Background: an optimization exercise with open tools, aiming at small area. Do not read the settings as production practice.
Only simulation tests tie the RTL to the original design; equivalence was not proved.
Power figures rest on the tool's default switching activity, not on a simulated workload.

## design/flow/standard.sh

```bash
#!/bin/bash
# synth_recipe.tcl (not shown) runs the flow's synth.tcl, then flattens the netlist and writes it again
# the make line also repeats each setting of config.mk as NAME=value (left out here)
make -C /OpenROAD-flow-scripts/flow DESIGN_CONFIG=/design/flow/config.mk WORK_HOME=/design/flow/orfs CLKGATE_MAP_FILE= SYNTH_SCRIPT=/design/flow/synth_recipe.tcl "${@:-finish}"
```

## design/flow/flow/run.sh

```bash
#!/bin/bash
# Standard ORFS layout (the standard.sh, unchanged synthesis) with:
#  - small port buffers (buf_1) instead of the default clkdlybuf4s50_1,
#  - CTS with clkbuf_4/clkbuf_8 and no dummy loads,
#  - downsizing of non-critical cells after global routing.
# All tool output goes to flow_standard.log; ORFS keeps its per-step logs
# under orfs/logs.
set -euo pipefail
export BUFFER_PORTS_ARGS="-buffer_cell sky130_fd_sc_hd__buf_1"
export CTS_ARGS="-sink_clustering_enable -repair_clock_nets -dont_use_dummy_load -buf_list {sky130_fd_sc_hd__clkbuf_4 sky130_fd_sc_hd__clkbuf_8}"
export RECOVER_POWER=100
bash standard.sh > flow_standard.log 2>&1
```

## design/flow/design.v

```verilog
module rf_inv (input logic a, output logic y);
  assign y = ~a;
endmodule
module rf_nand3 (input logic a, b, c, output logic y);
  assign y = ~(a & b & c);
endmodule
module rf_nor2 (input logic a, b, output logic y);
  assign y = ~(a | b);
endmodule
module rf_nor3 (input logic a, b, c, output logic y);
  assign y = ~(a | b | c);
endmodule
module rf_o21ai (input logic a1, a2, b1, output logic y);
  assign y = ~((a1 | a2) & b1);
endmodule
module rf_aoi222 (input logic a0, b0, a1, b1, a2, b2, output logic y);
  assign y = ~((a0 & b0) | (a1 & b1) | (a2 & b2));
endmodule
module rf_nand2 (input logic a, b, output logic y);
  assign y = ~(a & b);
endmodule
module rf_nand4 (input logic a, b, c, d, output logic y);
  assign y = ~(a & b & c & d);
endmodule
module rf_a2111o (input logic a1, a2, b1, c1, d1, output logic y);
  assign y = (a1 & a2) | b1 | c1 | d1;
endmodule
module rf_rbit (input logic [31:0] s, input logic [31:0] d, output logic y);
  logic [10:0] x;
  logic [2:0]  p;
  for (genvar g = 0; g < 10; g++) begin : g_aoi
    rf_aoi222 u (.a0(s[3*g]), .b0(d[3*g]), .a1(s[3*g+1]), .b1(d[3*g+1]),
                 .a2(s[3*g+2]), .b2(d[3*g+2]), .y(x[g]));
  end
  rf_nand2  u_t30 (.a(s[30]), .b(d[30]), .y(x[10]));
  rf_nand4  u_p0  (.a(x[0]), .b(x[1]), .c(x[2]), .d(x[3]), .y(p[0]));
  rf_nand4  u_p1  (.a(x[4]), .b(x[5]), .c(x[6]), .d(x[7]), .y(p[1]));
  rf_nand3  u_p2  (.a(x[8]), .b(x[9]), .c(x[10]), .y(p[2]));
  rf_a2111o u_y   (.a1(s[31]), .a2(d[31]), .b1(p[0]), .c1(p[1]), .d1(p[2]),
                   .y(y));
endmodule
module rf_predec (
  input  logic [4:0] a,
  input  logic       en,
  output logic [3:0] lo_n,
  output logic [7:0] hi_n
);
  logic [4:0] an;
  for (genvar i = 0; i < 5; i++) begin : g_inv
    rf_inv u (.a(a[i]), .y(an[i]));
  end
  for (genvar k = 0; k < 4; k++) begin : g_lo
    rf_nand3 u (.a(en), .b(k[0] ? a[0] : an[0]), .c(k[1] ? a[1] : an[1]),
                .y(lo_n[k]));
  end
  for (genvar j = 0; j < 8; j++) begin : g_hi
    rf_nand3 u (.a(j[0] ? a[2] : an[2]), .b(j[1] ? a[3] : an[3]),
                .c(j[2] ? a[4] : an[4]), .y(hi_n[j]));
  end
endmodule
module regfile #(
  parameter int DATA_W = 32,
  parameter int ADDR_W = 5,
  parameter int DEPTH  = 32
) (
  input  logic              clk,
  input  logic              rst,
  input  logic              we,
  input  logic [ADDR_W-1:0] waddr,
  input  logic [DATA_W-1:0] wdata,
  input  logic              re1,
  input  logic [ADDR_W-1:0] raddr1,
  output logic [DATA_W-1:0] rdata1,
  input  logic              re2,
  input  logic [ADDR_W-1:0] raddr2,
  output logic [DATA_W-1:0] rdata2
);
  logic [DEPTH-1:1][DATA_W-1:0] regs;
  logic [DEPTH-1:1] wen;
  logic [DATA_W-1:0] wd;
  logic wr_ok, hit1, hit2, en1, en2, rst_n;
  assign wr_ok = we && (waddr != '0);
  assign hit1  = wr_ok && (waddr == raddr1);
  assign hit2  = wr_ok && (waddr == raddr2);
  assign en1   = !rst && re1;
  assign en2   = !rst && re2;
  assign rst_n = !rst;
  logic [3:0] wlo_n;
  logic [7:0] whi_n;
  rf_predec u_wdec (.a(waddr), .en(we), .lo_n(wlo_n), .hi_n(whi_n));
  assign wd = rst ? '0 : wdata;
  logic [DEPTH-1:1] wdec;
  for (genvar r = 1; r < DEPTH; r++) begin : g_row
    rf_nor2 u_wdec (.a(whi_n[r / 4]), .b(wlo_n[r % 4]), .y(wdec[r]));
    rf_o21ai u_wen (.a1(whi_n[r / 4]), .a2(wlo_n[r % 4]), .b1(rst_n),
                    .y(wen[r]));
    always_ff @(posedge clk) begin
      if (wen[r]) regs[r] <= wd;
    end
  end
  logic [3:0] lo1_n, lo2_n;
  logic [7:0] hi1_n, hi2_n;
  logic [31:0] sel1, sel2;
  rf_predec u_rdec1 (.a(raddr1), .en(en1), .lo_n(lo1_n), .hi_n(hi1_n));
  rf_predec u_rdec2 (.a(raddr2), .en(en2), .lo_n(lo2_n), .hi_n(hi2_n));
  assign sel1[0] = !rst && re1 && hit1;
  assign sel2[0] = !rst && re2 && hit2;
  for (genvar r = 1; r < DEPTH; r++) begin : g_sel
    rf_nor3 u1 (.a(hi1_n[r / 4]), .b(lo1_n[r % 4]), .c(wdec[r]), .y(sel1[r]));
    rf_nor3 u2 (.a(hi2_n[r / 4]), .b(lo2_n[r % 4]), .c(wdec[r]), .y(sel2[r]));
  end
  for (genvar b = 0; b < DATA_W; b++) begin : g_bit
    logic [31:0] col;
    assign col[0] = wdata[b];
    for (genvar r = 1; r < DEPTH; r++) begin : g_c
      assign col[r] = regs[r][b];
    end
    rf_rbit u1 (.s(sel1), .d(col), .y(rdata1[b]));
    rf_rbit u2 (.s(sel2), .d(col), .y(rdata2[b]));
  end
endmodule
```

## design/flow/config.mk

```make
export PLATFORM = sky130hd
export DESIGN_NAME = regfile
export DESIGN_NICKNAME = regfile
export VERILOG_FILES = /design/flow/design.v
export SDC_FILE = /design/flow/constraint.sdc
export NUM_CORES = 4
export LEC_CHECK = 0
export CAP_MARGIN = 5
export CELL_PAD_IN_SITES_DETAIL_PLACEMENT = 1
export CORE_MARGIN = 2
export CORE_UTILIZATION = 55
export SLEW_MARGIN = 5
export SYNTH_HIERARCHICAL = 1
```

## design/flow/constraint.sdc

```tcl
create_clock -name core_clock -period 6.0 [get_ports {clk}]
set_input_delay 1.2000 -clock core_clock [delete_from_list [all_inputs] [get_ports {clk}]]
set_output_delay 1.2000 -clock core_clock [all_outputs]
set_load 0.01 [all_outputs]
```

==> run summary <==
Power and ir drop
In this run the static leakage power is 14.87 nW. The worst-case IR drop observed on VDD is 198.9 µV. Of the total power, the share spent switching nets is 0.2383. The combinational cell fraction of total power is 0.058. The total net switching power is between 0.003 and 0.004 W.

Dividing total power by cell area gives a power density of 311.4 nW/µm². The clock share of power is 0.332. The internal power of the cells totals 0.01080 W.

Of the total power, registers draw 0.610.

Detailed routing
The DRC violations left is 0. The wire length per cell is 45.08 µm. The detailed router's first-iteration violation count is roughly 8,000. The number of vias in the routed layout is 31,050. The detailed-routing iteration count for the pre-antenna-repair pass is 11. The routed design has about 160,000 µm of wire.

Once detail routing completed, the nets flagged for antenna violations numbered 0. The via-per-instance ratio is 8.636.

Finish
The share of the core filled with cells is 0.6369. The flip-flop count of the largest register after layout is between 900 and 1,000. Summing all flip-flop and latch instances after layout gives 29,790 µm². The number of standard cells in the layout, taps in and fillers out is 3,595. After the last flow step, the layout net total stands at approximately 2,700. In the final layout, the registers with the most flip-flops are regs: 992 flops. Ranked by flip-flop count, first place goes to regs. Of the cells placed in the final design, the portion with a size suffix greater than 1 is 0.1557. In the final layout, the multi-input gates occupy 10,510 µm².

The area growth from synthesis to layout is 14.48%. The filler cells instantiated in the layout total 6,209.

STA
The share of the clock period used by the worst path is 1.003. The remaining max-slew budget at the tightest pin is -1.152. The slew of the pin with the lowest slew margin is 3194 ps. The top achievable clock speed is 166.2 MHz. The clock period minus worst slack is 6016 ps.

The final number of hold-violating endpoints is 0. Setup violations remaining at the end of the flow were counted as 9. Once routing completed, OpenROAD measured the worst setup slack at -15.89 ps. The worst hold margin is between 900 and 1000 ps. Setup repair after global routing left no endpoint under its margin. The max-slew violation count was 806.

Floorplan
The standard cell core area is 71,490 µm². The overall die height is 272.9 µm. The horizontal die dimension is 272.9 µm.

The total die area is about 74,000 µm². The I/O pin total is between 100 and 150. The number of cell rows is approximately 100. For this configuration, the core starts out at a cell density of 0.5563.

Clock network
Clock tree synthesis selected as its root buffer the cell sky130_fd_sc_hd__clkbuf_8. In this run the number of H-tree levels came out at 4. TritonCTS built the clock tree. The clock net sink count is 992. The number of clock buffers added by TritonCTS is 157.

Once the clock tree was built, the setup fixing pass inserted 0 buffers. The quantity of hold-fixing buffers added after cts is 0. Clock-pin slew was measured on the worst setup and hold paths at 60 ps. The post-cts resize count is 0. The maximum buffer depth of the clock tree is 3.

Placement
Detailed placement ended at an HPWL of 98,340 µm. The number of cells after detailed placement is approximately 3,400. The routability congestion estimate is 0.9588. The post-place setup slack is roughly 260 ps. The port buffer count is 115.

Worst setup path
STA classifies the critical path startpoint as an input port. The category of the critical setup timing path is input port to register. Along the worst path, the maximum fanout reaches 27. The slowest stage of the critical path belongs to the cell sky130_fd_sc_hd__clkbuf_1. The delay contributed by the slowest stage of the critical path is 1700 ps. On the critical path the largest part of the delay comes from buffers and inverters. The required time of the critical path is 6360 ps. The number of buffers and inverters on the critical path is 5. The worst setup path is captured at a register. The critical path goes through clkbuf_1 > clkbuf_1 > inv_1 > clkbuf_1 > o21ai_4 > clkbuf_2.

In this design, the critical path's most frequently occurring cell is sky130_fd_sc_hd__clkbuf_1. The data arrival time of the worst path is 6380 ps.

Synthesis
The share of the synthesized area in the top cell type is 0.7490. For this run, the number of Yosys warnings is 7. The number of enable flip-flop cells after synthesis is roughly 990.

Synthesis produced a netlist with a net count of approximately 2,200. The synthesized cell area is 39,770 µm². Of all flip-flops after synthesis, the portion carrying an async set or reset was 0.

The synthesized area per cell is about 18 µm². Sorting the synthesized cells by area gives the leading types as sky130_fd_sc_hd__edfxtp_1 (75%), sky130_fd_sc_hd__a222oi_1 (16%), sky130_fd_sc_hd__nand4_1 (2.0%). Synthesis produced a netlist whose cell count is 2,183. The post-synthesis cell type count is 16. Among all flip-flop cells after synthesis, the most frequent one is sky130_fd_sc_hd__edfxtp_1. By instance count, the leading cell after synthesis is sky130_fd_sc_hd__edfxtp_1. After synthesis, the most frequently instantiated cells are sky130_fd_sc_hd__edfxtp_1 (992), sky130_fd_sc_hd__a222oi_1 (640), sky130_fd_sc_hd__nand4_1 (130), sky130_fd_sc_hd__nand3_1 (100), sky130_fd_sc_hd__nand2_1 (66). The post-synthesis sequential area ratio is 0.7490. The register bit total from synthesis is 992. The largest total area in the synthesized netlist belongs to sky130_fd_sc_hd__edfxtp_1.

Global routing
The initial antenna violation count came to 12. The global-route wire length before repair is ~230,000 µm. Entering global routing, the biggest net connects 33 pins. Global routing finished with a remaining overflow of 0.

In the global route stage, overall resource usage came out at 0.4305. The number of global-route vias before repair is 31,170.

Run status
The flow ran to the end, but the layout failed its checks. The layout checks failed on capacitance limit, slew limit, setup timing.

Run
The number of max-capacitance violations reported is 27.

Hold path
The classification of the worst-slack hold path is input port to register.
[cell type report]
type,instances,share of cell area
antenna,5,0.0002748
clock buffer,157,0.04746
inverter,16,0.001319
multi-input combinational,1172,0.2307
sequential,992,0.6543
tap,950,0.02611
timing repair buffer,303,0.03982
[path summary, 6_finish.rpt]
path | startpoint | end | cells after the start
max | rst | regs[984]$_DFFE_PP_ | 6
min | wdata[17] | regs[49]$_DFFE_PP_ | 2
[through the flow]
stage          total power (W)  TNS, ps  cell area, µm²
2_1_floorplan         0.009002        0           39770
3_3_place_gp          0.009466        0           43720
3_5_place_dp          0.009556        0           43720
4_1_cts                0.01415        0           45880
5_1_grt                0.01450        0           45520
6_report               0.01418   -100.5           45530
[layer usage]
| layer | part of all wire | track usage |
|---|---|---|
| met4 | 0.051 | 0.2024 |
| met1 | 0.34 | 0.5671 |
| met5 | 0.00072 | 0 |
| met2 | 0.46 | 0.6630 |
| met3 | 0.16 | 0.1271 |
[logic make-up after synthesis]
logic type             Yosys count  share of synthesized area
flip-flops                     992                     0.7490
AO/OA/AOI/OAI                  736                     0.1833
AND/OR/NAND/NOR                426                    0.06368
buffers and inverters           19                   0.001793
XOR/XNOR                        10                   0.002202
[modules after synthesis (local to each module, per instance), a selection]
module,times used,flops+latches
regfile,1,992
rf_a2111o,64,0
rf_aoi222,640,0
rf_nor3,62,0
rf_nand4,128,0
rf_nand3,100,0
rf_o21ai,31,0
rf_inv,15,0
rf_nand2,64,0
rf_nor2,31,0
[power groups by stage]
stage / logic, W / registers (W) / clock network, W
floorplan: 0.000354 / 0.00865 / 0
global placement: 0.000786 / 0.00868 / 0
detailed placement: 0.000807 / 0.00875 / 0
CTS: 0.000808 / 0.00862 / 0.00473
global route: 0.000821 / 0.00870 / 0.00498
finish: 0.000816 / 0.00865 / 0.00471
[cell usage in the layout (no fill, tap or decap)]
cell type / count
sky130_fd_sc_hd__nor2_1: 31
sky130_fd_sc_hd__nand2_1: 66
sky130_fd_sc_hd__edfxtp_1: 992
sky130_fd_sc_hd__buf_16: 1
sky130_fd_sc_hd__clkbuf_8: 157
sky130_fd_sc_hd__buf_4: 114
sky130_fd_sc_hd__o21ai_2: 4
sky130_fd_sc_hd__o21ai_0: 13
sky130_fd_sc_hd__clkbuf_4: 1
sky130_fd_sc_hd__xnor2_1: 10
sky130_fd_sc_hd__o21ai_1: 1
sky130_fd_sc_hd__clkbuf_2: 33
sky130_fd_sc_hd__or4_4: 1
sky130_fd_sc_hd__nor2b_1: 23
sky130_fd_sc_hd__nand4_1: 130
sky130_fd_sc_hd__inv_1: 16
sky130_fd_sc_hd__diode_2: 5
sky130_fd_sc_hd__buf_1: 113
sky130_fd_sc_hd__buf_12: 11
sky130_fd_sc_hd__nand3_1: 100
sky130_fd_sc_hd__a222oi_1: 640
sky130_fd_sc_hd__a2111o_1: 64
sky130_fd_sc_hd__o21ai_4: 14
sky130_fd_sc_hd__clkbuf_1: 30
sky130_fd_sc_hd__nor2b_2: 11
sky130_fd_sc_hd__nor3_2: 2
sky130_fd_sc_hd__nor3_4: 62

## static timing again, ports no longer ideal
How much do the figures lean on ideal ports? The routed layout below was timed once more, with nothing changed but the port constraints. Step 1 sets driving cells, clkbuf_16 on the clock port and buf_2 on the other inputs (assumed; they add their load-dependent delay and slew). Step 2 moves the port delays by t, midway between the first and last clock arrival at a register: inputs arrive t later, outputs are due t later. That takes back most of the time a late clock gives input paths. Slacks: no drivers / after step 1 / after step 2; pairs: no drivers / after step 1.
shift t [ns]: 0.842
slack for setup (ns): -0.016 / -0.021 / -0.812
hold WS [ns]: 0.928 / 0.878 / 1.720
For this run, drivers alone change the setup slack by -0.005 ns; drivers and shift together by -0.796 ns.
